From an optimization exercise on the open Yosys and OpenROAD flow, aimed at small area; shortcuts taken in it are not production practice.
In this exercise RTL edits were held to simulation tests only and were not proved equivalent to the original.

## constraint.sdc

```tcl
create_clock -name core_clock -period 8.0 [get_ports {clk}]
set_input_delay 1.6000 -clock core_clock [delete_from_list [all_inputs] [get_ports {clk}]]
set_output_delay 1.6000 -clock core_clock [all_outputs]
set_load 0.01 [all_outputs]
```

## run.sh

```bash
#!/bin/bash
# synth_recipe.tcl (not shown) runs the flow's synth.tcl, then flattens the netlist and writes it again
# the make line also repeats each setting of config.mk as NAME=value (left out here)
make -C /OpenROAD-flow-scripts/flow DESIGN_CONFIG=/design/flow/config.mk WORK_HOME=/design/flow/orfs CLKGATE_MAP_FILE= SYNTH_SCRIPT=/design/flow/synth_recipe.tcl finish
```

## design.v

```verilog
module bm_noise_out #(
   parameter int DEPTH = 8,
   parameter int AW    = 3
) (
   input  logic          clk,
   input  logic          rst_n,
   input  logic          in_valid,
   output logic          in_ready,
   input  logic [16:0]   f,
   input  logic [15:0]   g0,
   input  logic [15:0]   g1,
   output logic          out_valid,
   input  logic          out_ready,
   output logic [15:0]   out_data,
   output logic          out_idx,
   output logic [AW:0]   fifo_level
);
   logic               init_reg;
   logic               s0_valid_reg;
   logic               s1_valid_reg;
   logic               s2_valid_reg;
   logic [AW-1:0]      wr_ptr_reg;
   logic [AW-1:0]      rd_ptr_reg;
   logic [AW:0]        level_reg;
   logic               half_reg;
   logic [16:0]        mem_f  [0:DEPTH-1];
   logic [15:0]        mem_g0 [0:DEPTH-1];
   logic [15:0]        mem_g1 [0:DEPTH-1];
   logic               accept;
   logic               push;
   logic               pop;
   logic [AW+1:0]      occupancy;
   logic [AW-1:0]      mul_slot;
   logic               mul_hi;
   logic [16:0]        mul_f;
   logic [15:0]        mul_g;
   logic [15:0]        mul_x;
   logic [15:0]        out_reg;
   assign occupancy = (AW+2)'(level_reg) + (AW+2)'(s0_valid_reg)
                    + (AW+2)'(s1_valid_reg) + (AW+2)'(s2_valid_reg);
   assign in_ready   = init_reg && (occupancy <= (AW+2)'(DEPTH - 1));
   assign accept     = in_valid && in_ready;
   assign push       = s2_valid_reg;
   assign out_valid  = (level_reg != '0);
   assign pop        = out_valid && out_ready && half_reg;
   assign out_idx    = half_reg;
   assign fifo_level = level_reg;
   assign mul_slot = rd_ptr_reg + AW'(half_reg);
   assign mul_hi   = out_valid && !half_reg;
   assign mul_f    = mem_f[mul_slot];
   assign mul_g    = mul_hi ? mem_g1[mul_slot] : mem_g0[mul_slot];
   bm_mul u_mul (.a(mul_f), .b(mul_g), .x(mul_x));
   assign out_data = out_valid ? out_reg : 16'h0000;
   always_ff @(posedge clk or negedge rst_n) begin
      if (!rst_n) begin
         init_reg     <= 1'b0;
         s0_valid_reg <= 1'b0;
         s1_valid_reg <= 1'b0;
         s2_valid_reg <= 1'b0;
         wr_ptr_reg   <= '0;
         rd_ptr_reg   <= '0;
         level_reg    <= '0;
         half_reg     <= 1'b0;
      end else begin
         init_reg     <= 1'b1;
         s0_valid_reg <= accept;
         s1_valid_reg <= s0_valid_reg;
         s2_valid_reg <= s1_valid_reg;
         if (accept) wr_ptr_reg <= wr_ptr_reg + AW'(1);
         if (pop)    rd_ptr_reg <= rd_ptr_reg + AW'(1);
         level_reg <= level_reg + (AW+1)'(push) - (AW+1)'(pop);
         if (out_valid && out_ready) half_reg <= ~half_reg;
      end
   end
   always_ff @(posedge clk) begin
      if (!out_valid || out_ready) out_reg <= mul_x;
   end
   always_ff @(posedge clk) begin
      if (accept) begin
         mem_f[wr_ptr_reg]  <= f;
         mem_g0[wr_ptr_reg] <= g0;
         mem_g1[wr_ptr_reg] <= g1;
      end
   end
endmodule
module bm_mul (
   input  logic [16:0] a,
   input  logic [15:0] b,
   output logic [15:0] x
);
   logic p1, p2, p3, p4, p5, p6, p7, p8, p9, p10, p11, p12;
   logic p13, p14, p15, p16, p17, p18, p19, p20, p21, p22, p23, p24;
   logic p25, p26, p27, p28, p29, p30, p31, p32, p33, p34, p35, p36;
   logic p37, p38, p39, p40, p41, p42, p43, p44, p45, p46, p47, p48;
   logic p49, p50, p51, p52, p53, p54, p55, p56, p57, p58, p59, p60;
   logic p61, p62, p63, p64, p65, p66, p67, p68, p69, p70, p71, p72;
   logic p73, p74, p75, p76, p77, p78, p79, p80, p81, p82, p83, p84;
   logic p85, p86, p87, p88, p89, p90, p91, p92, p93, p94, p95, p96;
   logic p97, p98, p99, p100, p101, p102, p103, p104, p105, p106, p107, p108;
   logic p109, p110, p111, p112, p113, p114, p115, p116, p117, p118, p119, p120;
   logic p121, p122, p123, p124, p125, p126, p127, p128, p129, p130, p131, p132;
   logic p133, p134, p135, p136, p137, p138, p139, p140, p141, p142, p143, p144;
   logic p145, p146, p147, p148, p149, p150, p151, p152, p153, p154, p155, p156;
   logic p157, p158, p159, p160, p161, p162, p163, p164, p165, p166, p167, p168;
   logic p169, p170, p171, p172, p173, p174, p175, p176, p177, p178, p179, p180;
   logic p181, p182, p183, p184, p185, p186, p187, p188, p189, p190, p191, p192;
   logic p193, p194, p195, p196, p197, p198, p199, p200, p201, p202, p203, p204;
   logic p205, p206, p207, p208, p209, p210, p211, p212, p213, p214, p215, p216;
   logic p217, p218, p219, p220, p221, p222, p223, p224, p225, p226, p227, p228;
   logic p229, p230, p231, p232, p233, p234, p235, p236, p237, p238, p239, p240;
   logic p241, p242, p243, p244, p245, p246, p247, p248, p249, p250, p251, p252;
   logic p253, p254, p255, p256, p257, p258, p259, p260, p261, p262, p263, p264;
   logic p265, p266, p267, p268, p269, p270, p271, p272, s273, c274, s275, c276;
   logic s277, c278, s279, c280, s281, c282, s283, c284, s285, c286, s287, c288;
   logic s289, c290, s291, c292, s293, c294, s295, c296, s297, c298, s299, c300;
   logic s301, c302, s303, c304, s305, c306, s307, c308, s309, c310, s311, c312;
   logic s313, c314, s315, c316, s317, c318, s319, c320, s321, c322, s323, c324;
   logic s325, c326, s327, c328, s329, c330, s331, c332, s333, c334, s335, c336;
   logic s337, c338, s339, c340, s341, c342, s343, c344, s345, c346, s347, c348;
   logic s349, c350, s351, c352, s353, c354, s355, c356, s357, c358, s359, c360;
   logic s361, c362, s363, c364, s365, c366, s367, c368, s369, c370, s371, c372;
   logic s373, c374, s375, c376, s377, c378, s379, c380, s381, c382, s383, c384;
   logic s385, c386, s387, c388, s389, c390, s391, c392, s393, c394, s395, c396;
   logic s397, c398, s399, c400, s401, c402, s403, c404, s405, c406, s407, c408;
   logic s409, c410, s411, c412, s413, c414, s415, c416, s417, c418, s419, c420;
   logic s421, c422, s423, c424, s425, c426, s427, c428, s429, c430, s431, c432;
   logic s433, c434, s435, c436, s437, c438, s439, c440, s441, c442, s443, c444;
   logic s445, c446, s447, c448, s449, c450, s451, c452, s453, c454, s455, c456;
   logic s457, c458, s459, c460, s461, c462, s463, c464, s465, c466, s467, c468;
   logic s469, c470, s471, c472, s473, c474, s475, c476, s477, c478, s479, c480;
   logic s481, c482, s483, c484, s485, c486, s487, c488, s489, c490, s491, c492;
   logic s493, c494, s495, c496, s497, c498, s499, c500, s501, c502, s503, c504;
   logic s505, c506, s507, c508, s509, c510, s511, c512, s513, c514, s515, c516;
   logic s517, c518, s519, c520, s521, c522, s523, c524, s525, c526, s527, c528;
   logic s529, c530, s531, c532, s533, c534, s535, c536, s537, c538, s539, c540;
   logic s541, c542, s543, c544, s545, c546, s547, c548, s549, c550, s551, c552;
   logic s553, c554, s555, c556, s557, c558, s559, c560, s561, c562, s563, c564;
   logic s565, c566, s567, c568, s569, c570, s571, c572, s573, c574, s575, c576;
   logic s577, c578, s579, c580, s581, c582, s583, c584, s585, c586, s587, c588;
   logic s589, c590, s591, c592, s593, c594, s595, c596, s597, c598, s599, c600;
   logic s601, c602, s603, c604, s605, c606, s607, c608, s609, c610, s611, c612;
   logic s613, c614, s615, c616, s617, c618, s619, c620, s621, c622, s623, c624;
   logic s625, c626, s627, c628, s629, c630, s631, c632, s633, c634, s635, c636;
   logic s637, c638, s639, c640, s641, c642, s643, c644, s645, c646, s647, c648;
   logic s649, c650, s651, c652, s653, c654, s655, c656, s657, c658, s659, c660;
   logic s661, c662, s663, c664, s665, c666, s667, c668, s669, c670, s671, c672;
   logic s673, c674, s675, c676, s677, c678, s679, c680, s681, c682, s683, c684;
   logic s685, c686, s687, c688, s689, c690, s691, c692, s693, c694, s695, c696;
   logic s697, c698, s699, c700, s701, c702, s703, c704, s705, c706, s707, c708;
   logic s709, c710, s711, c712, s713, c714, s715, c716, s717, c718, s719, c720;
   logic s721, c722;
   assign p1 = ~(a[0] & b[0]);
   assign p2 = ~(a[0] & b[1]);
   assign p3 = ~(a[0] & b[2]);
   assign p4 = ~(a[0] & b[3]);
   assign p5 = ~(a[0] & b[4]);
   assign p6 = ~(a[0] & b[5]);
   assign p7 = ~(a[0] & b[6]);
   assign p8 = ~(a[0] & b[7]);
   assign p9 = ~(a[0] & b[8]);
   assign p10 = ~(a[0] & b[9]);
   assign p11 = ~(a[0] & b[10]);
   assign p12 = ~(a[0] & b[11]);
   assign p13 = ~(a[0] & b[12]);
   assign p14 = ~(a[0] & b[13]);
   assign p15 = ~(a[0] & b[14]);
   assign p16 = a[0] & b[15];
   assign p17 = ~(a[1] & b[0]);
   assign p18 = ~(a[1] & b[1]);
   assign p19 = ~(a[1] & b[2]);
   assign p20 = ~(a[1] & b[3]);
   assign p21 = ~(a[1] & b[4]);
   assign p22 = ~(a[1] & b[5]);
   assign p23 = ~(a[1] & b[6]);
   assign p24 = ~(a[1] & b[7]);
   assign p25 = ~(a[1] & b[8]);
   assign p26 = ~(a[1] & b[9]);
   assign p27 = ~(a[1] & b[10]);
   assign p28 = ~(a[1] & b[11]);
   assign p29 = ~(a[1] & b[12]);
   assign p30 = ~(a[1] & b[13]);
   assign p31 = ~(a[1] & b[14]);
   assign p32 = a[1] & b[15];
   assign p33 = ~(a[2] & b[0]);
   assign p34 = ~(a[2] & b[1]);
   assign p35 = ~(a[2] & b[2]);
   assign p36 = ~(a[2] & b[3]);
   assign p37 = ~(a[2] & b[4]);
   assign p38 = ~(a[2] & b[5]);
   assign p39 = ~(a[2] & b[6]);
   assign p40 = ~(a[2] & b[7]);
   assign p41 = ~(a[2] & b[8]);
   assign p42 = ~(a[2] & b[9]);
   assign p43 = ~(a[2] & b[10]);
   assign p44 = ~(a[2] & b[11]);
   assign p45 = ~(a[2] & b[12]);
   assign p46 = ~(a[2] & b[13]);
   assign p47 = ~(a[2] & b[14]);
   assign p48 = a[2] & b[15];
   assign p49 = ~(a[3] & b[0]);
   assign p50 = ~(a[3] & b[1]);
   assign p51 = ~(a[3] & b[2]);
   assign p52 = ~(a[3] & b[3]);
   assign p53 = ~(a[3] & b[4]);
   assign p54 = ~(a[3] & b[5]);
   assign p55 = ~(a[3] & b[6]);
   assign p56 = ~(a[3] & b[7]);
   assign p57 = ~(a[3] & b[8]);
   assign p58 = ~(a[3] & b[9]);
   assign p59 = ~(a[3] & b[10]);
   assign p60 = ~(a[3] & b[11]);
   assign p61 = ~(a[3] & b[12]);
   assign p62 = ~(a[3] & b[13]);
   assign p63 = ~(a[3] & b[14]);
   assign p64 = a[3] & b[15];
   assign p65 = ~(a[4] & b[0]);
   assign p66 = ~(a[4] & b[1]);
   assign p67 = ~(a[4] & b[2]);
   assign p68 = ~(a[4] & b[3]);
   assign p69 = ~(a[4] & b[4]);
   assign p70 = ~(a[4] & b[5]);
   assign p71 = ~(a[4] & b[6]);
   assign p72 = ~(a[4] & b[7]);
   assign p73 = ~(a[4] & b[8]);
   assign p74 = ~(a[4] & b[9]);
   assign p75 = ~(a[4] & b[10]);
   assign p76 = ~(a[4] & b[11]);
   assign p77 = ~(a[4] & b[12]);
   assign p78 = ~(a[4] & b[13]);
   assign p79 = ~(a[4] & b[14]);
   assign p80 = a[4] & b[15];
   assign p81 = ~(a[5] & b[0]);
   assign p82 = ~(a[5] & b[1]);
   assign p83 = ~(a[5] & b[2]);
   assign p84 = ~(a[5] & b[3]);
   assign p85 = ~(a[5] & b[4]);
   assign p86 = ~(a[5] & b[5]);
   assign p87 = ~(a[5] & b[6]);
   assign p88 = ~(a[5] & b[7]);
   assign p89 = ~(a[5] & b[8]);
   assign p90 = ~(a[5] & b[9]);
   assign p91 = ~(a[5] & b[10]);
   assign p92 = ~(a[5] & b[11]);
   assign p93 = ~(a[5] & b[12]);
   assign p94 = ~(a[5] & b[13]);
   assign p95 = ~(a[5] & b[14]);
   assign p96 = a[5] & b[15];
   assign p97 = ~(a[6] & b[0]);
   assign p98 = ~(a[6] & b[1]);
   assign p99 = ~(a[6] & b[2]);
   assign p100 = ~(a[6] & b[3]);
   assign p101 = ~(a[6] & b[4]);
   assign p102 = ~(a[6] & b[5]);
   assign p103 = ~(a[6] & b[6]);
   assign p104 = ~(a[6] & b[7]);
   assign p105 = ~(a[6] & b[8]);
   assign p106 = ~(a[6] & b[9]);
   assign p107 = ~(a[6] & b[10]);
   assign p108 = ~(a[6] & b[11]);
   assign p109 = ~(a[6] & b[12]);
   assign p110 = ~(a[6] & b[13]);
   assign p111 = ~(a[6] & b[14]);
   assign p112 = a[6] & b[15];
   assign p113 = ~(a[7] & b[0]);
   assign p114 = ~(a[7] & b[1]);
   assign p115 = ~(a[7] & b[2]);
   assign p116 = ~(a[7] & b[3]);
   assign p117 = ~(a[7] & b[4]);
   assign p118 = ~(a[7] & b[5]);
   assign p119 = ~(a[7] & b[6]);
   assign p120 = ~(a[7] & b[7]);
   assign p121 = ~(a[7] & b[8]);
   assign p122 = ~(a[7] & b[9]);
   assign p123 = ~(a[7] & b[10]);
   assign p124 = ~(a[7] & b[11]);
   assign p125 = ~(a[7] & b[12]);
   assign p126 = ~(a[7] & b[13]);
   assign p127 = ~(a[7] & b[14]);
   assign p128 = a[7] & b[15];
   assign p129 = ~(a[8] & b[0]);
   assign p130 = ~(a[8] & b[1]);
   assign p131 = ~(a[8] & b[2]);
   assign p132 = ~(a[8] & b[3]);
   assign p133 = ~(a[8] & b[4]);
   assign p134 = ~(a[8] & b[5]);
   assign p135 = ~(a[8] & b[6]);
   assign p136 = ~(a[8] & b[7]);
   assign p137 = ~(a[8] & b[8]);
   assign p138 = ~(a[8] & b[9]);
   assign p139 = ~(a[8] & b[10]);
   assign p140 = ~(a[8] & b[11]);
   assign p141 = ~(a[8] & b[12]);
   assign p142 = ~(a[8] & b[13]);
   assign p143 = ~(a[8] & b[14]);
   assign p144 = a[8] & b[15];
   assign p145 = ~(a[9] & b[0]);
   assign p146 = ~(a[9] & b[1]);
   assign p147 = ~(a[9] & b[2]);
   assign p148 = ~(a[9] & b[3]);
   assign p149 = ~(a[9] & b[4]);
   assign p150 = ~(a[9] & b[5]);
   assign p151 = ~(a[9] & b[6]);
   assign p152 = ~(a[9] & b[7]);
   assign p153 = ~(a[9] & b[8]);
   assign p154 = ~(a[9] & b[9]);
   assign p155 = ~(a[9] & b[10]);
   assign p156 = ~(a[9] & b[11]);
   assign p157 = ~(a[9] & b[12]);
   assign p158 = ~(a[9] & b[13]);
   assign p159 = ~(a[9] & b[14]);
   assign p160 = a[9] & b[15];
   assign p161 = ~(a[10] & b[0]);
   assign p162 = ~(a[10] & b[1]);
   assign p163 = ~(a[10] & b[2]);
   assign p164 = ~(a[10] & b[3]);
   assign p165 = ~(a[10] & b[4]);
   assign p166 = ~(a[10] & b[5]);
   assign p167 = ~(a[10] & b[6]);
   assign p168 = ~(a[10] & b[7]);
   assign p169 = ~(a[10] & b[8]);
   assign p170 = ~(a[10] & b[9]);
   assign p171 = ~(a[10] & b[10]);
   assign p172 = ~(a[10] & b[11]);
   assign p173 = ~(a[10] & b[12]);
   assign p174 = ~(a[10] & b[13]);
   assign p175 = ~(a[10] & b[14]);
   assign p176 = a[10] & b[15];
   assign p177 = ~(a[11] & b[0]);
   assign p178 = ~(a[11] & b[1]);
   assign p179 = ~(a[11] & b[2]);
   assign p180 = ~(a[11] & b[3]);
   assign p181 = ~(a[11] & b[4]);
   assign p182 = ~(a[11] & b[5]);
   assign p183 = ~(a[11] & b[6]);
   assign p184 = ~(a[11] & b[7]);
   assign p185 = ~(a[11] & b[8]);
   assign p186 = ~(a[11] & b[9]);
   assign p187 = ~(a[11] & b[10]);
   assign p188 = ~(a[11] & b[11]);
   assign p189 = ~(a[11] & b[12]);
   assign p190 = ~(a[11] & b[13]);
   assign p191 = ~(a[11] & b[14]);
   assign p192 = a[11] & b[15];
   assign p193 = ~(a[12] & b[0]);
   assign p194 = ~(a[12] & b[1]);
   assign p195 = ~(a[12] & b[2]);
   assign p196 = ~(a[12] & b[3]);
   assign p197 = ~(a[12] & b[4]);
   assign p198 = ~(a[12] & b[5]);
   assign p199 = ~(a[12] & b[6]);
   assign p200 = ~(a[12] & b[7]);
   assign p201 = ~(a[12] & b[8]);
   assign p202 = ~(a[12] & b[9]);
   assign p203 = ~(a[12] & b[10]);
   assign p204 = ~(a[12] & b[11]);
   assign p205 = ~(a[12] & b[12]);
   assign p206 = ~(a[12] & b[13]);
   assign p207 = ~(a[12] & b[14]);
   assign p208 = a[12] & b[15];
   assign p209 = ~(a[13] & b[0]);
   assign p210 = ~(a[13] & b[1]);
   assign p211 = ~(a[13] & b[2]);
   assign p212 = ~(a[13] & b[3]);
   assign p213 = ~(a[13] & b[4]);
   assign p214 = ~(a[13] & b[5]);
   assign p215 = ~(a[13] & b[6]);
   assign p216 = ~(a[13] & b[7]);
   assign p217 = ~(a[13] & b[8]);
   assign p218 = ~(a[13] & b[9]);
   assign p219 = ~(a[13] & b[10]);
   assign p220 = ~(a[13] & b[11]);
   assign p221 = ~(a[13] & b[12]);
   assign p222 = ~(a[13] & b[13]);
   assign p223 = ~(a[13] & b[14]);
   assign p224 = a[13] & b[15];
   assign p225 = ~(a[14] & b[0]);
   assign p226 = ~(a[14] & b[1]);
   assign p227 = ~(a[14] & b[2]);
   assign p228 = ~(a[14] & b[3]);
   assign p229 = ~(a[14] & b[4]);
   assign p230 = ~(a[14] & b[5]);
   assign p231 = ~(a[14] & b[6]);
   assign p232 = ~(a[14] & b[7]);
   assign p233 = ~(a[14] & b[8]);
   assign p234 = ~(a[14] & b[9]);
   assign p235 = ~(a[14] & b[10]);
   assign p236 = ~(a[14] & b[11]);
   assign p237 = ~(a[14] & b[12]);
   assign p238 = ~(a[14] & b[13]);
   assign p239 = ~(a[14] & b[14]);
   assign p240 = a[14] & b[15];
   assign p241 = ~(a[15] & b[0]);
   assign p242 = ~(a[15] & b[1]);
   assign p243 = ~(a[15] & b[2]);
   assign p244 = ~(a[15] & b[3]);
   assign p245 = ~(a[15] & b[4]);
   assign p246 = ~(a[15] & b[5]);
   assign p247 = ~(a[15] & b[6]);
   assign p248 = ~(a[15] & b[7]);
   assign p249 = ~(a[15] & b[8]);
   assign p250 = ~(a[15] & b[9]);
   assign p251 = ~(a[15] & b[10]);
   assign p252 = ~(a[15] & b[11]);
   assign p253 = ~(a[15] & b[12]);
   assign p254 = ~(a[15] & b[13]);
   assign p255 = ~(a[15] & b[14]);
   assign p256 = a[15] & b[15];
   assign p257 = ~(a[16] & b[0]);
   assign p258 = ~(a[16] & b[1]);
   assign p259 = ~(a[16] & b[2]);
   assign p260 = ~(a[16] & b[3]);
   assign p261 = ~(a[16] & b[4]);
   assign p262 = ~(a[16] & b[5]);
   assign p263 = ~(a[16] & b[6]);
   assign p264 = ~(a[16] & b[7]);
   assign p265 = ~(a[16] & b[8]);
   assign p266 = ~(a[16] & b[9]);
   assign p267 = ~(a[16] & b[10]);
   assign p268 = ~(a[16] & b[11]);
   assign p269 = ~(a[16] & b[12]);
   assign p270 = ~(a[16] & b[13]);
   assign p271 = ~(a[16] & b[14]);
   assign p272 = a[16] & b[15];
   assign s273 = ~(p14 ^ p29);
   assign c274 = p14 | p29;
   assign {c276, s275} = {1'b0, p15} + {1'b0, p30} + {1'b0, p45};
   assign s277 = ~(p60 ^ p75);
   assign c278 = p60 | p75;
   assign s279 = p16 ^ p31;
   assign c280 = p16 & p31;
   assign {c282, s281} = {1'b0, p46} + {1'b0, p61} + {1'b0, p76};
   assign {c284, s283} = {1'b0, p91} + {1'b0, p106} + {1'b0, p121};
   assign s285 = p32 ^ p47;
   assign c286 = p32 & p47;
   assign {c288, s287} = {1'b0, p62} + {1'b0, p77} + {1'b0, p92};
   assign {c290, s289} = {1'b0, p107} + {1'b0, p122} + {1'b0, p137};
   assign s291 = ~(p152 ^ p167);
   assign c292 = p152 | p167;
   assign {c294, s293} = {1'b0, p48} + {1'b0, p63} + {1'b0, p78};
   assign {c296, s295} = {1'b0, p93} + {1'b0, p108} + {1'b0, p123};
   assign {c298, s297} = {1'b0, p138} + {1'b0, p153} + {1'b0, p168};
   assign {c300, s299} = {1'b0, p64} + {1'b0, p79} + {1'b0, p94};
   assign {c302, s301} = {1'b0, p109} + {1'b0, p124} + {1'b0, p139};
   assign {c304, s303} = {1'b0, p80} + {1'b0, p95} + {1'b0, p110};
   assign s305 = ~(p10 ^ p25);
   assign c306 = p10 | p25;
   assign {c308, s307} = {1'b0, p11} + {1'b0, p26} + {1'b0, p41};
   assign s309 = ~(p56 ^ p71);
   assign c310 = p56 | p71;
   assign {c312, s311} = {1'b0, p12} + {1'b0, p27} + {1'b0, p42};
   assign {c314, s313} = {1'b0, p57} + {1'b0, p72} + {1'b0, p87};
   assign s315 = ~(p102 ^ p117);
   assign c316 = p102 | p117;
   assign {c318, s317} = {1'b0, p13} + {1'b0, p28} + {1'b0, p43};
   assign {c320, s319} = {1'b0, p58} + {1'b0, p73} + {1'b0, p88};
   assign {c322, s321} = {1'b0, p103} + {1'b0, p118} + {1'b0, p133};
   assign s323 = ~(p148 ^ p163);
   assign c324 = p148 | p163;
   assign {c326, s325} = {1'b0, p44} + {1'b0, p59} + {1'b0, p74};
   assign {c328, s327} = {1'b0, p89} + {1'b0, p104} + {1'b0, p119};
   assign {c330, s329} = {1'b0, p134} + {1'b0, p149} + {1'b0, p164};
   assign {c332, s331} = {1'b0, p179} + {1'b0, p194} + {1'b0, p209};
   assign {c334, s333} = {1'b0, p90} + {1'b0, p105} + {1'b0, p120};
   assign {c336, s335} = {1'b0, p135} + {1'b0, p150} + {1'b0, p165};
   assign {c338, s337} = {1'b0, p180} + {1'b0, p195} + {1'b0, p210};
   assign {c340, s339} = {1'b0, p225} + {1'b0, c274} + {1'b0, s275};
   assign {c342, s341} = {1'b0, p136} + {1'b0, p151} + {1'b0, p166};
   assign {c344, s343} = {1'b0, p181} + {1'b0, p196} + {1'b0, p211};
   assign {c346, s345} = {1'b0, p226} + {1'b0, p241} + {1'b0, c276};
   assign {c348, s347} = {1'b0, c278} + {1'b0, s279} + {1'b0, s281};
   assign {c350, s349} = {1'b0, p182} + {1'b0, p197} + {1'b0, p212};
   assign {c352, s351} = {1'b0, p227} + {1'b0, p242} + {1'b0, p257};
   assign {c354, s353} = {1'b0, c280} + {1'b0, c282} + {1'b0, c284};
   assign {c356, s355} = {1'b0, s285} + {1'b0, s287} + {1'b0, s289};
   assign {c358, s357} = {1'b0, p183} + {1'b0, p198} + {1'b0, p213};
   assign {c360, s359} = {1'b0, p228} + {1'b0, p243} + {1'b0, p258};
   assign {c362, s361} = {1'b0, c286} + {1'b0, c288} + {1'b0, c290};
   assign {c364, s363} = {1'b0, c292} + {1'b0, s293} + {1'b0, s295};
   assign {c366, s365} = {1'b0, p154} + {1'b0, p169} + {1'b0, p184};
   assign {c368, s367} = {1'b0, p199} + {1'b0, p214} + {1'b0, p229};
   assign {c370, s369} = {1'b0, p244} + {1'b0, p259} + {1'b0, c294};
   assign {c372, s371} = {1'b0, c296} + {1'b0, c298} + {1'b0, s299};
   assign {c374, s373} = {1'b0, p125} + {1'b0, p140} + {1'b0, p155};
   assign {c376, s375} = {1'b0, p170} + {1'b0, p185} + {1'b0, p200};
   assign {c378, s377} = {1'b0, p215} + {1'b0, p230} + {1'b0, p245};
   assign {c380, s379} = {1'b0, p260} + {1'b0, c300} + {1'b0, c302};
   assign {c382, s381} = {1'b0, p96} + {1'b0, p111} + {1'b0, p126};
   assign {c384, s383} = {1'b0, p141} + {1'b0, p156} + {1'b0, p171};
   assign {c386, s385} = {1'b0, p186} + {1'b0, p201} + {1'b0, p216};
   assign {c388, s387} = {1'b0, p231} + {1'b0, p246} + {1'b0, p261};
   assign {c390, s389} = {1'b0, p112} + {1'b0, p127} + {1'b0, p142};
   assign {c392, s391} = {1'b0, p157} + {1'b0, p172} + {1'b0, p187};
   assign {c394, s393} = {1'b0, p202} + {1'b0, p217} + {1'b0, p232};
   assign {c396, s395} = {1'b0, p128} + {1'b0, p143} + {1'b0, p158};
   assign {c398, s397} = {1'b0, p173} + {1'b0, p188} + {1'b0, p203};
   assign {c400, s399} = {1'b0, p144} + {1'b0, p159} + {1'b0, p174};
   assign s401 = ~(p7 ^ p22);
   assign c402 = p7 | p22;
   assign {c404, s403} = {1'b0, p8} + {1'b0, p23} + {1'b0, p38};
   assign s405 = ~(p53 ^ p68);
   assign c406 = p53 | p68;
   assign {c408, s407} = {1'b0, p9} + {1'b0, p24} + {1'b0, p39};
   assign {c410, s409} = {1'b0, p54} + {1'b0, p69} + {1'b0, p84};
   assign s411 = ~(p99 ^ p114);
   assign c412 = p99 | p114;
   assign {c414, s413} = {1'b0, p40} + {1'b0, p55} + {1'b0, p70};
   assign {c416, s415} = {1'b0, p85} + {1'b0, p100} + {1'b0, p115};
   assign {c418, s417} = {1'b0, p130} + {1'b0, p145} + {1'b0, s305};
   assign {c420, s419} = {1'b0, p86} + {1'b0, p101} + {1'b0, p116};
   assign {c422, s421} = {1'b0, p131} + {1'b0, p146} + {1'b0, p161};
   assign {c424, s423} = {1'b0, c306} + {1'b0, s307} + {1'b0, s309};
   assign {c426, s425} = {1'b0, p132} + {1'b0, p147} + {1'b0, p162};
   assign {c428, s427} = {1'b0, p177} + {1'b0, c308} + {1'b0, c310};
   assign {c430, s429} = {1'b0, s311} + {1'b0, s313} + {1'b0, s315};
   assign {c432, s431} = {1'b0, p178} + {1'b0, p193} + {1'b0, c312};
   assign {c434, s433} = {1'b0, c314} + {1'b0, c316} + {1'b0, s317};
   assign {c436, s435} = {1'b0, s319} + {1'b0, s321} + {1'b0, s323};
   assign {c438, s437} = {1'b0, c318} + {1'b0, c320} + {1'b0, c322};
   assign {c440, s439} = {1'b0, c324} + {1'b0, s325} + {1'b0, s327};
   assign {c442, s441} = {1'b0, s329} + {1'b0, s331} + {1'b0, s273};
   assign {c444, s443} = {1'b0, c326} + {1'b0, c328} + {1'b0, c330};
   assign {c446, s445} = {1'b0, c332} + {1'b0, s333} + {1'b0, s335};
   assign {c448, s447} = {1'b0, s337} + {1'b0, s277} + {1'b0, s339};
   assign {c450, s449} = {1'b0, c334} + {1'b0, c336} + {1'b0, c338};
   assign {c452, s451} = {1'b0, s341} + {1'b0, s343} + {1'b0, s283};
   assign {c454, s453} = {1'b0, c340} + {1'b0, s345} + {1'b0, s347};
   assign {c456, s455} = {1'b0, c342} + {1'b0, c344} + {1'b0, s349};
   assign {c458, s457} = {1'b0, s351} + {1'b0, s291} + {1'b0, c346};
   assign {c460, s459} = {1'b0, c348} + {1'b0, s353} + {1'b0, s355};
   assign {c462, s461} = {1'b0, c350} + {1'b0, c352} + {1'b0, s357};
   assign {c464, s463} = {1'b0, s359} + {1'b0, s297} + {1'b0, c354};
   assign {c466, s465} = {1'b0, c356} + {1'b0, s361} + {1'b0, s363};
   assign {c468, s467} = {1'b0, c358} + {1'b0, c360} + {1'b0, s365};
   assign {c470, s469} = {1'b0, s367} + {1'b0, s301} + {1'b0, c362};
   assign {c472, s471} = {1'b0, c364} + {1'b0, s369} + {1'b0, s371};
   assign {c474, s473} = {1'b0, c366} + {1'b0, c368} + {1'b0, s373};
   assign {c476, s475} = {1'b0, s375} + {1'b0, s377} + {1'b0, s303};
   assign {c478, s477} = {1'b0, c370} + {1'b0, c372} + {1'b0, s379};
   assign {c480, s479} = {1'b0, c374} + {1'b0, c376} + {1'b0, c378};
   assign {c482, s481} = {1'b0, c304} + {1'b0, s381} + {1'b0, s383};
   assign {c484, s483} = {1'b0, s385} + {1'b0, s387} + {1'b0, c380};
   assign {c486, s485} = {1'b0, p247} + {1'b0, p262} + {1'b0, c382};
   assign {c488, s487} = {1'b0, c384} + {1'b0, c386} + {1'b0, c388};
   assign {c490, s489} = {1'b0, s389} + {1'b0, s391} + {1'b0, s393};
   assign {c492, s491} = {1'b0, p218} + {1'b0, p233} + {1'b0, p248};
   assign {c494, s493} = {1'b0, p263} + {1'b0, c390} + {1'b0, c392};
   assign {c496, s495} = {1'b0, c394} + {1'b0, s395} + {1'b0, s397};
   assign {c498, s497} = {1'b0, p189} + {1'b0, p204} + {1'b0, p219};
   assign {c500, s499} = {1'b0, p234} + {1'b0, p249} + {1'b0, p264};
   assign {c502, s501} = {1'b0, c396} + {1'b0, c398} + {1'b0, s399};
   assign {c504, s503} = {1'b0, p160} + {1'b0, p175} + {1'b0, p190};
   assign {c506, s505} = {1'b0, p205} + {1'b0, p220} + {1'b0, p235};
   assign {c508, s507} = {1'b0, p250} + {1'b0, p265} + {1'b0, c400};
   assign {c510, s509} = {1'b0, p176} + {1'b0, p191} + {1'b0, p206};
   assign {c512, s511} = {1'b0, p221} + {1'b0, p236} + {1'b0, p251};
   assign {c514, s513} = {1'b0, p192} + {1'b0, p207} + {1'b0, p222};
   assign s515 = ~(p5 ^ p20);
   assign c516 = p5 | p20;
   assign {c518, s517} = {1'b0, p6} + {1'b0, p21} + {1'b0, p36};
   assign s519 = ~(p51 ^ p66);
   assign c520 = p51 | p66;
   assign {c522, s521} = {1'b0, p37} + {1'b0, p52} + {1'b0, p67};
   assign {c524, s523} = {1'b0, p82} + {1'b0, p97} + {1'b0, s401};
   assign {c526, s525} = {1'b0, p83} + {1'b0, p98} + {1'b0, p113};
   assign {c528, s527} = {1'b0, c402} + {1'b0, s403} + {1'b0, s405};
   assign {c530, s529} = {1'b0, p129} + {1'b0, c404} + {1'b0, c406};
   assign {c532, s531} = {1'b0, s407} + {1'b0, s409} + {1'b0, s411};
   assign {c534, s533} = {1'b0, c408} + {1'b0, c410} + {1'b0, c412};
   assign {c536, s535} = {1'b0, s413} + {1'b0, s415} + {1'b0, s417};
   assign {c538, s537} = {1'b0, c414} + {1'b0, c416} + {1'b0, s419};
   assign {c540, s539} = {1'b0, s421} + {1'b0, c418} + {1'b0, s423};
   assign {c542, s541} = {1'b0, c420} + {1'b0, c422} + {1'b0, s425};
   assign {c544, s543} = {1'b0, c424} + {1'b0, s427} + {1'b0, s429};
   assign {c546, s545} = {1'b0, c426} + {1'b0, c428} + {1'b0, c430};
   assign {c548, s547} = {1'b0, s431} + {1'b0, s433} + {1'b0, s435};
   assign {c550, s549} = {1'b0, c432} + {1'b0, c434} + {1'b0, c436};
   assign {c552, s551} = {1'b0, s437} + {1'b0, s439} + {1'b0, s441};
   assign {c554, s553} = {1'b0, c438} + {1'b0, c440} + {1'b0, c442};
   assign {c556, s555} = {1'b0, s443} + {1'b0, s445} + {1'b0, s447};
   assign {c558, s557} = {1'b0, c444} + {1'b0, c446} + {1'b0, s449};
   assign {c560, s559} = {1'b0, s451} + {1'b0, c448} + {1'b0, s453};
   assign {c562, s561} = {1'b0, c450} + {1'b0, c452} + {1'b0, s455};
   assign {c564, s563} = {1'b0, s457} + {1'b0, c454} + {1'b0, s459};
   assign {c566, s565} = {1'b0, c456} + {1'b0, s461} + {1'b0, c458};
   assign {c568, s567} = {1'b0, s463} + {1'b0, c460} + {1'b0, s465};
   assign {c570, s569} = {1'b0, c462} + {1'b0, s467} + {1'b0, c464};
   assign {c572, s571} = {1'b0, s469} + {1'b0, c466} + {1'b0, s471};
   assign {c574, s573} = {1'b0, c468} + {1'b0, s473} + {1'b0, s475};
   assign {c576, s575} = {1'b0, c470} + {1'b0, c472} + {1'b0, s477};
   assign {c578, s577} = {1'b0, c474} + {1'b0, c476} + {1'b0, s479};
   assign {c580, s579} = {1'b0, s481} + {1'b0, c478} + {1'b0, s483};
   assign {c582, s581} = {1'b0, c480} + {1'b0, c482} + {1'b0, s485};
   assign {c584, s583} = {1'b0, s487} + {1'b0, s489} + {1'b0, c484};
   assign {c586, s585} = {1'b0, s491} + {1'b0, c486} + {1'b0, c488};
   assign {c588, s587} = {1'b0, c490} + {1'b0, s493} + {1'b0, s495};
   assign {c590, s589} = {1'b0, c492} + {1'b0, s497} + {1'b0, s499};
   assign {c592, s591} = {1'b0, c494} + {1'b0, c496} + {1'b0, s501};
   assign {c594, s593} = {1'b0, c498} + {1'b0, c500} + {1'b0, s503};
   assign {c596, s595} = {1'b0, s505} + {1'b0, c502} + {1'b0, s507};
   assign {c598, s597} = {1'b0, p266} + {1'b0, c504} + {1'b0, c506};
   assign {c600, s599} = {1'b0, s509} + {1'b0, s511} + {1'b0, c508};
   assign {c602, s601} = {1'b0, p237} + {1'b0, p252} + {1'b0, p267};
   assign {c604, s603} = {1'b0, c510} + {1'b0, c512} + {1'b0, s513};
   assign {c606, s605} = {1'b0, p208} + {1'b0, p223} + {1'b0, p238};
   assign {c608, s607} = {1'b0, p253} + {1'b0, p268} + {1'b0, c514};
   assign {c610, s609} = {1'b0, p224} + {1'b0, p239} + {1'b0, p254};
   assign s611 = ~(p4 ^ p19);
   assign c612 = p4 | p19;
   assign {c614, s613} = {1'b0, p35} + {1'b0, p50} + {1'b0, p65};
   assign {c616, s615} = {1'b0, p81} + {1'b0, c516} + {1'b0, s517};
   assign {c618, s617} = {1'b0, c518} + {1'b0, c520} + {1'b0, s521};
   assign {c620, s619} = {1'b0, c522} + {1'b0, s525} + {1'b0, c524};
   assign {c622, s621} = {1'b0, c526} + {1'b0, c528} + {1'b0, s529};
   assign {c624, s623} = {1'b0, c530} + {1'b0, c532} + {1'b0, s533};
   assign {c626, s625} = {1'b0, c534} + {1'b0, s537} + {1'b0, c536};
   assign {c628, s627} = {1'b0, c538} + {1'b0, s541} + {1'b0, c540};
   assign {c630, s629} = {1'b0, c542} + {1'b0, c544} + {1'b0, s545};
   assign {c632, s631} = {1'b0, c546} + {1'b0, c548} + {1'b0, s549};
   assign {c634, s633} = {1'b0, c550} + {1'b0, c552} + {1'b0, s553};
   assign {c636, s635} = {1'b0, c554} + {1'b0, s557} + {1'b0, c556};
   assign {c638, s637} = {1'b0, c558} + {1'b0, s561} + {1'b0, c560};
   assign {c640, s639} = {1'b0, c562} + {1'b0, s565} + {1'b0, c564};
   assign {c642, s641} = {1'b0, c566} + {1'b0, s569} + {1'b0, c568};
   assign {c644, s643} = {1'b0, s573} + {1'b0, c570} + {1'b0, c572};
   assign {c646, s645} = {1'b0, c574} + {1'b0, s577} + {1'b0, c576};
   assign {c648, s647} = {1'b0, c578} + {1'b0, s581} + {1'b0, s583};
   assign {c650, s649} = {1'b0, c582} + {1'b0, s585} + {1'b0, s587};
   assign {c652, s651} = {1'b0, s589} + {1'b0, c586} + {1'b0, c588};
   assign {c654, s653} = {1'b0, c590} + {1'b0, s593} + {1'b0, c592};
   assign {c656, s655} = {1'b0, c594} + {1'b0, s597} + {1'b0, c596};
   assign {c658, s657} = {1'b0, s601} + {1'b0, c598} + {1'b0, s603};
   assign {c660, s659} = {1'b0, c602} + {1'b0, s605} + {1'b0, c604};
   assign {c662, s661} = {1'b0, p269} + {1'b0, c606} + {1'b0, s609};
   assign {c664, s663} = {1'b0, p240} + {1'b0, p255} + {1'b0, p270};
   assign s665 = ~(p3 ^ p18);
   assign c666 = p3 | p18;
   assign {c668, s667} = {1'b0, p34} + {1'b0, p49} + {1'b0, s611};
   assign {c670, s669} = {1'b0, c612} + {1'b0, s613} + {1'b0, s515};
   assign {c672, s671} = {1'b0, c614} + {1'b0, s519} + {1'b0, s615};
   assign {c674, s673} = {1'b0, c616} + {1'b0, s617} + {1'b0, s523};
   assign {c676, s675} = {1'b0, c618} + {1'b0, s527} + {1'b0, s619};
   assign {c678, s677} = {1'b0, s531} + {1'b0, c620} + {1'b0, s621};
   assign {c680, s679} = {1'b0, c622} + {1'b0, s623} + {1'b0, s535};
   assign {c682, s681} = {1'b0, c624} + {1'b0, s539} + {1'b0, s625};
   assign {c684, s683} = {1'b0, s543} + {1'b0, c626} + {1'b0, s627};
   assign {c686, s685} = {1'b0, s547} + {1'b0, c628} + {1'b0, s629};
   assign {c688, s687} = {1'b0, s551} + {1'b0, c630} + {1'b0, s631};
   assign {c690, s689} = {1'b0, c632} + {1'b0, s633} + {1'b0, s555};
   assign {c692, s691} = {1'b0, c634} + {1'b0, s559} + {1'b0, s635};
   assign {c694, s693} = {1'b0, s563} + {1'b0, c636} + {1'b0, s637};
   assign {c696, s695} = {1'b0, s567} + {1'b0, c638} + {1'b0, s639};
   assign {c698, s697} = {1'b0, s571} + {1'b0, c640} + {1'b0, s641};
   assign {c700, s699} = {1'b0, s575} + {1'b0, c642} + {1'b0, s643};
   assign {c702, s701} = {1'b0, s579} + {1'b0, c644} + {1'b0, s645};
   assign {c704, s703} = {1'b0, c580} + {1'b0, c646} + {1'b0, s647};
   assign {c706, s705} = {1'b0, c584} + {1'b0, s649} + {1'b0, c648};
   assign {c708, s707} = {1'b0, s591} + {1'b0, c650} + {1'b0, s651};
   assign {c710, s709} = {1'b0, s595} + {1'b0, c652} + {1'b0, s653};
   assign {c712, s711} = {1'b0, s599} + {1'b0, c654} + {1'b0, s655};
   assign {c714, s713} = {1'b0, c600} + {1'b0, s657} + {1'b0, c656};
   assign {c716, s715} = {1'b0, s607} + {1'b0, c658} + {1'b0, s659};
   assign {c718, s717} = {1'b0, c608} + {1'b0, s661} + {1'b0, c660};
   assign {c720, s719} = {1'b0, c610} + {1'b0, s663} + {1'b0, c662};
   assign {c722, s721} = {1'b0, p256} + {1'b0, p271} + {1'b0, c664};
   logic [32:0] ra, rb, sum;
   assign ra = {1'b0, c722, c720, c718, c716, c714, c712, c710, c708, c706, c704, c702, c700, c698, c696, c694, c692, c690, c688, c686, c684, c682, c680, c678, c676, c674, c672, c670, c668, c666, s665, p2, p1};
   assign rb = {1'b1, p272, s721, s719, s717, s715, s713, s711, s709, s707, s705, s703, s701, s699, s697, s695, s693, s691, s689, s687, s685, s683, s681, s679, s677, s675, s673, s671, s669, s667, p33, p17, 1'b1};
   assign sum = ra + rb + 33'd1;
   assign x = ~sum[32:17];
endmodule
```

## config.mk

```make
export PLATFORM = sky130hd
export DESIGN_NAME = bm_noise_out
export DESIGN_NICKNAME = bm_noise_out
export VERILOG_FILES = /design/flow/design.v
export SDC_FILE = /design/flow/constraint.sdc
export NUM_CORES = 4
export LEC_CHECK = 0
export CAP_MARGIN = 0
export CORE_MARGIN = 2
export CORE_UTILIZATION = 40
export CTS_BUF_LIST = sky130_fd_sc_hd__clkbuf_4
export SLEW_MARGIN = 0
```

==> run notes, run 1 <==
* Synth Cell Area at 23400 um2
* Primary FF master, synth: edfxtp_1
* Top-count cell post-synth: edfxtp_1
* Clock sinks at 423
* TNS Setup at 0 ps
* DR pass1 iterations at 5
* Share of cells above drive strength 1 at between 20% and 30%
* Slew HR at about 38%
* Drt total wl at approximately 55 mm
* Flop and latch count out of synthesis at around 420
* Critical path data required time at roughly 8600 ps
* Die Y at between 200 and 250 um
* Clock Path Buffers at 3
* Worst setup SP type: flip-flop
* Biggest register: mem_f
* Slowest stage delay, CP at approximately 600 ps
* R2R Setup Slk at between 200 and 250 ps
* Crit path top cell by count: fa_1
* Worst EP arrival at approximately 8300 ps
* Status: finished clean
* Top post-synthesis cells by count: edfxtp_1 (408), nor2_1 (253), fa_1 (212), inv_1 (112), mux4_2 (99)
* Crit share post-route at between 90% and 100%
* Warnings from Yosys at 1
* Worst R2R Start: rd_ptr_reg[0]$_DFFE_PN0P_
* Port Buffer Count at 75
* Crit path time final at just under 8000 ps
* Final WS setup at roughly 250 ps
* Library cells used by synthesis at 55
* Antenna violations before repair at 5
* Die ar. at a little over 60000 um2
* Hold violation total from the final report at 0
* Cells after Synth at between 1.5k and 2k
* Fin. max-slew vios at 0
* Slowest CP cell: or4_1
* Async set-or-reset flop fraction in the synthesized netlist at under 10%
* Initial Util at between 40 and 50%
* Initial drt markers at 871
* Fmax achieved at about 130 MHz
* Area contributors post-synth: edfxtp_1 (52%), fa_1 (18%), mux4_2 (9.5%), nor2_1 (4.1%), ha_1 (3.1%)
* Clock latency at the later pin of the worst-skew pair at 840 ps
* Syn nets at 1878
* Std-Cell Rows at a little under 90
* FF-to-FF path depth at 26
* Least-Margin Pin Slew at between 900 and 1000 ps
* Vias in the first global route at around 15k
* Critical path type: reg2reg
* Final net count at roughly 2.1k
* CTS root buffer: clkbuf_4
* H-tree levels at 3
* Yosys top cell area share at a little over half
* Via count at approximately 14k
* Largest registers: mem_f: 136 flops, mem_g0: 128 flops, mem_g1: 128 flops
* # hold bufs at CTS at 0
* Worst hold stages at 0
* Register area share after synthesis at a little over half
* CP Capture Type: flip-flop
* Post-synth top area cell: edfxtp_1
* Max FFs per register at around 140
* Hold slack at approximately 410 ps
* Number of I/O pins at 76
* GR Overflow Total at 0
* Dpl hpwl at around 37 mm
* Hold path start: s1_valid_reg$_DFF_PN0_
* Max Cap Viol at 0
* Syn_area_per_cell at between 15 and 20 um2
* Worst Hold Class: reg2reg
* Pre-CTS setup slack at between 80 and 90 ps
* DRT antenna net count at 0
* Number of synthesized flops with an enable pin at roughly 410
* Routed length per instance at about 21 um
* Clk_skew at roughly 56 ps
* CTS tree: done
* Global-route wire length before repair at ~86 mm
* Max FO, Critical Path at 16
* Largest net degree at the start of global routing at 50
* CTS clk-pin slew, worst paths at approximately 60 ps
* Reg-to-Reg End: out_reg[11]$_DFFE_PP_
* Endpoints failing setup at 0
* Core box area at between 50000 and 60000 um2
* Die X at between 200 and 250 um
* GPL Wtd Cong at between 0.8 and 0.9
* Endpoint, Worst Hold: s2_valid_reg$_DFF_PN0_
* # DRC at 0
* CTS buffer count at 103
* CP top delay family: adder cells
* Total track usage at between 10% and 20%
* Crit path buf inv count at 4
* Drt via density at 5.21
* P&R area growth vs syn at 15.9%
## through the flow
stage | instances | cell area [um2] | util [%]
after floorplan | 1555 | 23500 | -
after global placement | 2405 | 25700 | 44.4
after detailed placement | 2405 | 25700 | 44.4
after CTS | 2596 | 27000 | 46.7
after global routing | 2611 | 27200 | 47.0
final | 2612 | 27200 | 47.0
## worst max path at each step
stage               cells after the start  slack, ps                      start                     to
floorplan                              28          5       half_reg$_DFFE_PN0P_   out_reg[7]$_DFFE_PP_
global placement                       24         80  rd_ptr_reg[0]$_DFFE_PN0P_  out_reg[11]$_DFFE_PP_
detailed placement                     26         80     level_reg[2]$_DFF_PN0_  out_reg[11]$_DFFE_PP_
CTS                                    26         50     level_reg[2]$_DFF_PN0_  out_reg[12]$_DFFE_PP_
global route                           27         -8  rd_ptr_reg[0]$_DFFE_PN0P_  out_reg[15]$_DFFE_PP_
finish                                 26        250  rd_ptr_reg[0]$_DFFE_PN0P_  out_reg[11]$_DFFE_PP_
## metal layers
| layer | GRT usage (%) | wire length [um] | vias up |
|---|---|---|---|
| met4 | 6.92 | 1510 | 0 |
| met5 | 0 | 0 | - |
| li1 | - | - | 5994 |
| met2 | 31.0 | 26800 | 411 |
| met3 | 4.58 | 3440 | 84 |
| met1 | 24.3 | 23100 | 7120 |
## logic make-up after synthesis
family,Yosys count,synth area share [%]
AOI/OAI and AO/OA,74,2.09
xor gates and xnor gates,22,0.822
adders and majority gates,270,21.2
buffers and inverters,181,2.98
DFF,423,53.9
muxes,119,10.4
other,1,0.0160
and+or+nand+nor,465,8.61
## layout make-up
class	instances	area, um2
Fill cell	5035	30600
Sequential cell	423	12600
Multi-Input combinational cell	951	10300
Timing Repair Buffer	164	1530
Clock buffer	160	1200
Tap cell	765	957
Inverter	112	420
Clock inverter	31	138
Antenna cell	6	15.0
## layout by cell type (no fill, tap or decap), types with 3 or more instances in the layout
cell type,instances
nor2_4,6
a21o_1,13
o21bai_1,3
nor2_1,247
and3_1,6
inv_1,112
a31oi_1,3
nand3_1,34
o21a_1,3
o21ai_0,13
edfxtp_1,408
xor2_1,8
nand2_2,4
nand2b_1,13
mux2i_1,16
buf_6,4
clkinv_1,23
nand4_1,3
ha_1,56
dfrtp_1,15
fa_1,212
clkdlybuf4s50_1,75
xnor2_1,12
mux4_2,99
or2_2,26
diode_2,6
nor3_1,5
nand2_1,86
buf_12,8
clkbuf_4,160
nor2b_1,18
a21oi_1,20
buf_4,77
## repair_timing
action | in CTS | in global routing
buffers inserted | 0 | 10
setup endpoints to repair | 0 | 10
resized for setup | 0 | 13
==> run 2: changes to the inputs <==
==> config.mk (replaced) <==
export PLATFORM = sky130hd
export DESIGN_NAME = bm_noise_out
export DESIGN_NICKNAME = bm_noise_out
export VERILOG_FILES = /design/flow/design.v
export SDC_FILE = /design/flow/constraint.sdc
export NUM_CORES = 4
export LEC_CHECK = 0
export CAP_MARGIN = 20
export CORE_MARGIN = 2
export CORE_UTILIZATION = 40
export SLEW_MARGIN = 20
==> run 2 against run 1 <==
  * Still clean
  * Synthesized area unchanged
  * Maximum frequency grew 0.98%
  * Critical path depth is the same
  * Register-to-register slack improved by 70 ps
  * Core utilization fell by 0.11 points
  * Synthesized cell count is the same
  * Sequential cell count unchanged
  * First-iteration DRC count rose by 7.7%
  * Wire length fell by 0.81%
  * Final cell count down 4.7%
  * Highest routed layer is now met5
==> run notes, run 2 <==
* Clk_skew at 20.4 ps (-35.7 ps)
* Clock sinks at 423 (unchanged)
* Std-Cell Rows at 88 (unchanged)
* Critical path type: reg2reg
* Worst Hold Class: reg2reg
* Antenna violations before repair at 2 (-3)
* CTS root buffer: clkbuf_16
* Largest net degree at the start of global routing at 50 (unchanged)
* Library cells used by synthesis at 55 (unchanged)
* Top-count cell post-synth: edfxtp_1
* Clock Path Buffers at 3 (unchanged)
* Synth Cell Area at 23400 um2 (unchanged)
* CTS buffer count at 43 (-58%)
* CTS tree: done
* Warnings from Yosys at 1 (unchanged)
* Die ar. at 60500 um2 (unchanged)
* Fin. max-slew vios at 0 (unchanged)
* Port Buffer Count at 75 (unchanged)
* Register area share after synthesis at 53.9% (unchanged)
* Drt total wl at 54.4 mm (-0.81%)
* Critical path data required time at 8380 ps (-210 ps)
* Finished Core Util at 46.9% (-0.11 points)
* Slew HR at 38.4% (+0.56 points)
* H-tree levels at 2 (-1)
* Global-route wire length before repair at 84.8 mm (-1.2%)
* Worst EP arrival at 8050 ps (-290 ps)
* Cells after Synth at 1555 (unchanged)
* Clock latency at the later pin of the worst-skew pair at 560 ps (-280 ps)
* Flop and latch count out of synthesis at 423 (unchanged)
* Status: finished clean
* Crit path time final at 7680 ps (-74.9 ps)
* Commonest non-fill, non-tap cells in the layout: edfxtp_1 (408), nor2_1 (247), fa_1 (212)
* Worst setup SP type: flip-flop
* GPL Wtd Cong at 0.856 (unchanged)
* Total track usage at 18.5% (-0.34 points)
* TNS Setup at 0 ps (unchanged)
* Max FO, Critical Path at 16 (unchanged)
* # DRC at 0 (unchanged)
* Commonest non-fill, non-tap cell in the layout: edfxtp_1
* Hold violation total from the final report at 0 (unchanged)
* Initial drt markers at 938 (+7.7%)
* Number of synthesized flops with an enable pin at 408 (unchanged)
* Syn nets at 1878 (unchanged)
* Core box area at 57800 um2 (unchanged)
* P&R area growth vs syn at 15.6%
* RSZ-0062 raised after global routing: no
* Die X at 246 um (unchanged)
* CP Capture Type: flip-flop
* Fmax achieved at 130 MHz (+0.98%)
* Routed length per instance at 21.8 um (+4.1%)
* Largest registers: mem_f: 136 flops, mem_g0: 128 flops, mem_g1: 128 flops
* Antenna cells at 0 (-6)
* Share of cells above drive strength 1 at 17.2% (-5.1 points)
* Number of I/O pins at 76 (unchanged)
* Yosys top cell area share at 52.3% (unchanged)
* Final WS setup at 322 ps (+74.9 ps)
* Endpoints failing setup at 0 (unchanged)
* Dpl hpwl at 36.5 mm (unchanged)
* DR pass1 iterations at 5 (unchanged)
* Post-synth top area cell: edfxtp_1
* Top post-synthesis cells by count: edfxtp_1 (408), nor2_1 (253), fa_1 (212), inv_1 (112), mux4_2 (99)
* Final net count at 2017 (-2.9%)
* Area contributors post-synth: edfxtp_1 (52%), fa_1 (18%), mux4_2 (9.5%), nor2_1 (4.1%), ha_1 (3.1%)
* Syn_area_per_cell at 15.1 um2 (unchanged)
* Primary FF master, synth: edfxtp_1
* Initial Util at 40.5% (unchanged)
* Async set-or-reset flop fraction in the synthesized netlist at 3.55% (unchanged)
* Least-Margin Pin Slew at 924 ps (-8.42 ps)
* CTS clk-pin slew, worst paths at 60 ps (about the same)
* # hold bufs at CTS at 0 (unchanged)
* Pre-CTS setup slack at 82.5 ps (unchanged)
* Die Y at 246 um (unchanged)
* GR Overflow Total at 0 (unchanged)
* Hold slack at 405 ps (-0.813 ps)
* Drt via density at 5.33 (+2.3%)
* Crit share post-route at 96.0% (-0.94 points)
* DRT antenna net count at 0 (unchanged)
* Vias in the first global route at 14.4k (-4.3%)
* Max Cap Viol at 0 (unchanged)
* Biggest register: mem_f
* Max FFs per register at 136 (unchanged)
* Via count at 13.3k (-2.5%)
[run 2: logic make-up after synthesis]
| kind of cell | Yosys count | share of synthesized area, % |
|---|---|---|
| other cells | 1 | 0.0160 |
| buf+inv | 181 | 2.98 |
| compound gates | 74 | 2.09 |
| mux | 119 | 10.4 |
| flops | 423 | 53.9 |
| xor+xnor | 22 | 0.822 |
| fa+ha+maj | 270 | 21.2 |
| simple gates | 465 | 8.61 |
[run 2: through the flow]
step | cells | area, um2
finish | 2489 | 27100
global route | 2489 | 27100
CTS | 2480 | 26900
detailed placement | 2405 | 25700
global placement | 2405 | 25700
floorplan | 1555 | 23500
[run 2: area by class of cell]
type,count,area (um2)
Clock buffer,57,1130
Clock inverter,18,158
Fill cell,4957,30700
Inverter,112,420
Multi-Input combinational cell,951,10300
Sequential cell,423,12600
Tap cell,765,957
Timing Repair Buffer,163,1530
[run 2: metal layers]
layer  part of all wire, %  GRT usage [%]
met1                    43           24.8
met2                    49           30.8
met3                   6.0           3.65
met4                   2.5           5.22
met5                 0.053              0
[run 2: critical path, stage by stage, from the launching register on]
cell and delay (ps):
dfrtp_1 430, ha_4 190, ha_4 370, buf_6 200, mux4_2 300, nand2_1 80
nand3_1 110, nand2_2 110, buf_6 200, nor2_1 90, fa_1 470, fa_1 530
fa_1 520, fa_1 480, fa_1 530, fa_1 550, inv_1 40, ha_1 320
and3_1 190, nand4_1 120, or4_1 600, a31oi_2 220, nor3_1 100, a311oi_2 290
buf_4 180, nor4b_1 50, a211oi_1 210
[run 2: final timing paths]
check                      depth (start not counted)                 startpoint                         to  slack (ps)
max                                               26  rd_ptr_reg[0]$_DFFE_PN0P_      out_reg[12]$_DFFE_PP_         320
max in group asynchronous                          1                      rst_n  rd_ptr_reg[0]$_DFFE_PN0P_        6020
max reg2reg                                       26  rd_ptr_reg[0]$_DFFE_PN0P_      out_reg[12]$_DFFE_PP_         320
min                                                0     s1_valid_reg$_DFF_PN0_     s2_valid_reg$_DFF_PN0_         410
min reg2reg                                        0     s1_valid_reg$_DFF_PN0_     s2_valid_reg$_DFF_PN0_         410
min in group asynchronous                          1                      rst_n         init_reg$_DFF_PN0_        1490
[run 2: repair_timing]
action | in CTS | in global routing
endpoints found under the setup margin | 0 | 10
gates resized for setup | 0 | 16
buffers inserted | 0 | 9
==> run 3: changes to the inputs <==
--- a/config.mk
+++ b/config.mk
@@ -7,5 +7,6 @@
 export LEC_CHECK = 0
 export CAP_MARGIN = 20
 export CORE_MARGIN = 2
-export CORE_UTILIZATION = 40
+export CORE_UTILIZATION = 60
+export CTS_BUF_LIST = sky130_fd_sc_hd__clkbuf_8
 export SLEW_MARGIN = 20
==> run 3 against run 2 <==
  * Via count is 0.87% higher
  * Hold slack got worse by 18 ps
  * Largest cell class unchanged
  * Wire length down 4.6%
  * Critical path type unchanged
==> run notes, run 3 <==
* GR Overflow Total at 0 (unchanged)
* Finished Core Util at 69.5% (+23 points)
* Crit path buf inv count at 6 (+2)
* Max FO, Critical Path at 7 (-9)
* Endpoints failing setup at 0 (unchanged)
* Commonest non-fill, non-tap cell in the layout: edfxtp_1
* Initial Util at 60.8% (+20 points)
* Commonest non-fill, non-tap cells in the layout: edfxtp_1 (408), nor2_1 (246), fa_1 (212)
* Crit path time final at 7770 ps (+92.2 ps)
* Library cells used by synthesis at 55 (unchanged)
* Core box area at 38600 um2 (-33%)
* P&R area growth vs syn at 14.4%
* Fin. max-slew vios at 0 (unchanged)
* Die ar. at 40700 um2 (-33%)
* Status: finished clean
* Least-Margin Pin Slew at 897 ps (-27.1 ps)
* Clk_skew at 27.1 ps (+6.73 ps)
* Crit path top cell by count: fa_1
* Slowest stage delay, CP at 610 ps (about the same)
* Number of synthesized flops with an enable pin at 408 (unchanged)
* Slew HR at 40.2% (+1.8 points)
* Routed length per instance at 22.6 um (+3.4%)
* Async set-or-reset flop fraction in the synthesized netlist at 3.55% (unchanged)
* Std-Cell Rows at 72 (-18%)
* Final WS setup at 229 ps (-92.2 ps)
* H-tree levels at 3 (+1)
* Critical path type: reg2reg
* Die X at 202 um (-18%)
* Die Y at 202 um (-18%)
* Number of I/O pins at 76 (unchanged)
* Clock Path Buffers at 3 (unchanged)
* Max Cap Viol at 0 (unchanged)
* Hold violation total from the final report at 0 (unchanged)
* Worst setup SP type: flip-flop
* Warnings from Yosys at 1 (unchanged)
* Met2 routed WL at 25.7 mm (-3.2%)
* Largest registers: mem_f: 136 flops, mem_g0: 128 flops, mem_g1: 128 flops
* WL met1 at 21.2 mm (-8.5%)
* Top-count cell post-synth: edfxtp_1
* CTS tree: done
* Synth Area in Simple Gates at 8.61% (unchanged)
* Largest family of logic cells by synthesized area: adder cells
* Via count at 13.4k (+0.87%)
* Fmax achieved at 129 MHz (-1.2%)
* Area contributors post-synth: edfxtp_1 (52%), fa_1 (18%), mux4_2 (9.5%), nor2_1 (4.1%), ha_1 (3.1%)
* Max FFs per register at 136 (unchanged)
* Drt via density at 5.83 (+9.4%)
* Primary FF master, synth: edfxtp_1
* Crit share post-route at 97.1% (+1.2 points)
* Total track usage at 27.2% (+8.7 points)
* Port Buffer Count at 75 (unchanged)
* Clock latency at the later pin of the worst-skew pair at 630 ps (+70 ps)
* DR pass1 iterations at 5 (unchanged)
* CP top delay family: adder cells
* Largest net degree at the start of global routing at 50 (unchanged)
* Vias in the first global route at 14.6k (+1.2%)
* Syn nets at 1878 (unchanged)
* Global-route wire length before repair at 82.4 mm (-2.9%)
* # DRC at 0 (unchanged)
* CTS root buffer: clkbuf_8
* CP Capture Type: flip-flop
* Slowest CP cell: or4_1
* Share of cells above drive strength 1 at 18.5% (+1.3 points)
* Synth Area in Compound Gates at 2.09% (unchanged)
* Yosys top cell area share at 52.3% (unchanged)
* Layout Cells excl Fill at 2296 (-7.8%)
* Clock sinks at 423 (unchanged)
* CTS buffer count at 71 (+65%)
* Top post-synthesis cells by count: edfxtp_1 (408), nor2_1 (253), fa_1 (212), inv_1 (112), mux4_2 (99)
* Drt total wl at 51.9 mm (-4.6%)
* Post-synthesis mux area share at 10.4% (unchanged)
* Cells after Synth at 1555 (unchanged)
* Wire length on met3 at 3.63 mm (+12%)
* Syn_area_per_cell at 15.1 um2 (unchanged)
* Inst Count DP at 2151 (-11%)
* Biggest register: mem_f
* Critical path data required time at 8370 ps (about the same)
* Pre-CTS setup slack at 91.1 ps (+8.67 ps)
* Post-synth top area cell: edfxtp_1
* Worst Hold Class: reg2reg
* Initial drt markers at 945 (+0.75%)
* Final net count at 2049 (+1.6%)
* Antenna violations before repair at 1 (-1)
* Dpl hpwl at 34.1 mm (-6.5%)
* Register area share after synthesis at 53.9% (unchanged)
* Max Used Layer: met4
* DRT antenna net count at 0 (unchanged)
* Post-Synth XOR/XNOR Area at 0.822% (unchanged)
* Synth Cell Area at 23400 um2 (unchanged)
* Flop and latch count out of synthesis at 423 (unchanged)
* GPL Wtd Cong at 0.845 (-1.3%)
* CTS clk-pin slew, worst paths at 60 ps (about the same)
* Worst EP arrival at 8140 ps (+90 ps)
* Area share of fa/ha/maj cells after synthesis at 21.2% (unchanged)
-- run 3: changes by cell type in the layout (fill, tap and decap cells not counted), moves of 2 or more --
cell / previous run / this run
diode_2: 0 / 2
clkbuf_16: 43 / 1
clkbuf_8: 0 / 73
nand2_2: 5 / 1
bufinv_16: 2 / 0
nand2_1: 85 / 89
mux2i_1: 16 / 14
clkinv_4: 0 / 2
clkinvlp_4: 0 / 3
inv_1: 112 / 142
buf_4: 76 / 78
clkbuf_1: 14 / 0
-- run 3: layout make-up --
class                      count  area (um2)
sequential                   423       12600
fill                        2717       11800
multi-input combinational    951       10300
timing repair buffer         167        1590
clock buffer                  73        1000
tap                          518         648
inverter                     112         420
clock inverter                50         234
antenna                        2        5.00
-- run 3: final timing paths --
kind	startpoint	cells past startpoint	end	slack, ps
setup / recovery	rd_ptr_reg[0]$_DFFE_PN0P_	25	out_reg[11]$_DFFE_PP_	230
hold / removal	s1_valid_reg$_DFF_PN0_	0	s2_valid_reg$_DFF_PN0_	390
setup reg to reg	rd_ptr_reg[0]$_DFFE_PN0P_	25	out_reg[11]$_DFFE_PP_	230
hold reg to reg	s1_valid_reg$_DFF_PN0_	0	s2_valid_reg$_DFF_PN0_	390
max in group asynchronous	rst_n	1	half_reg$_DFFE_PN0P_	6150
min in group asynchronous	rst_n	1	init_reg$_DFF_PN0_	1400
-- run 3: kinds of logic (layout without fill, tap and decap cells) --
kind of cell | Yosys count | after routing
buffers and inverters | 181 | 402
XOR/XNOR | 22 | 22
flip-flops | 423 | 423
adder cells (fa/ha/maj) | 270 | 270
multiplexers | 119 | 119
other | 1 | 3
AO/OA/AOI/OAI | 74 | 74
AND/OR/NAND/NOR | 465 | 465
-- run 3: metal layers --
metal,global-route usage [%],vias to the layer above
met2,44.2,475
met3,4.99,103
li1,-,5854
met5,0,-
met4,8.67,0
met1,38.0,6953
-- run 3: worst reg2reg max path, stage by stage, from the launching register on --
cell and delay [ps]:
dfrtp_1 430, ha_4 310, clkbuf_4 200, buf_4 140, mux4_2 530, mux2i_4 300, nor2_1 120, fa_1 530
fa_1 550, inv_1 60, fa_1 530, inv_1 60, fa_1 450, fa_1 540, inv_1 50, fa_1 470
ha_1 320, and3_1 190, nand4_1 140, or4_1 610, a31oi_2 210, nor3_1 90, a311oi_1 300, buf_4 180
nor2_1 50, xor2_1 150
-- run 3: through the flow --
stage,area (um2),setup TNS (ps),hold slack (ps)
floorplan,23500,0,372
global placement,25300,0,380
detailed placement,25300,0,390
CTS,26600,0,395
global route,26800,-9.35,395
finish,26800,0,387
-- run 3: repair_timing --
action,4_1_cts,5_1_grt
buffers inserted,0,19
gates resized for setup,0,12
hold buffers,0,0
setup endpoints to repair,0,7

-- port drivers added, routing unchanged --
In the flow no input, the clock included, has a driving cell. The finished layouts below were timed again as built, in two steps. Step 1 sets driving cells, clkbuf_16 on the clock port and buf_2 on the other inputs (assumed; they add their load-dependent delay and slew). Step 2 adds t to the input delays and takes it off the output delays; t is the mean of the earliest and latest rising clock arrival at the registers after step 1. Input paths then give back, and output paths get back, about the clock's delay inside the block. a / b / c = no drivers / after step 1 / after step 2; a / b = the first two.
run	t (ns)	setup WS [ns]	slew at the worst register clock pin (ns)
run 1	0.868	0.247 / 0.247 / 0.247	0.07 / 0.07
run 2	0.607	0.322 / 0.322 / 0.322	0.06 / 0.06
run 3	0.668	0.229 / 0.229 / 0.229	0.06 / 0.06
After both steps setup and hold are still met in every run listed.
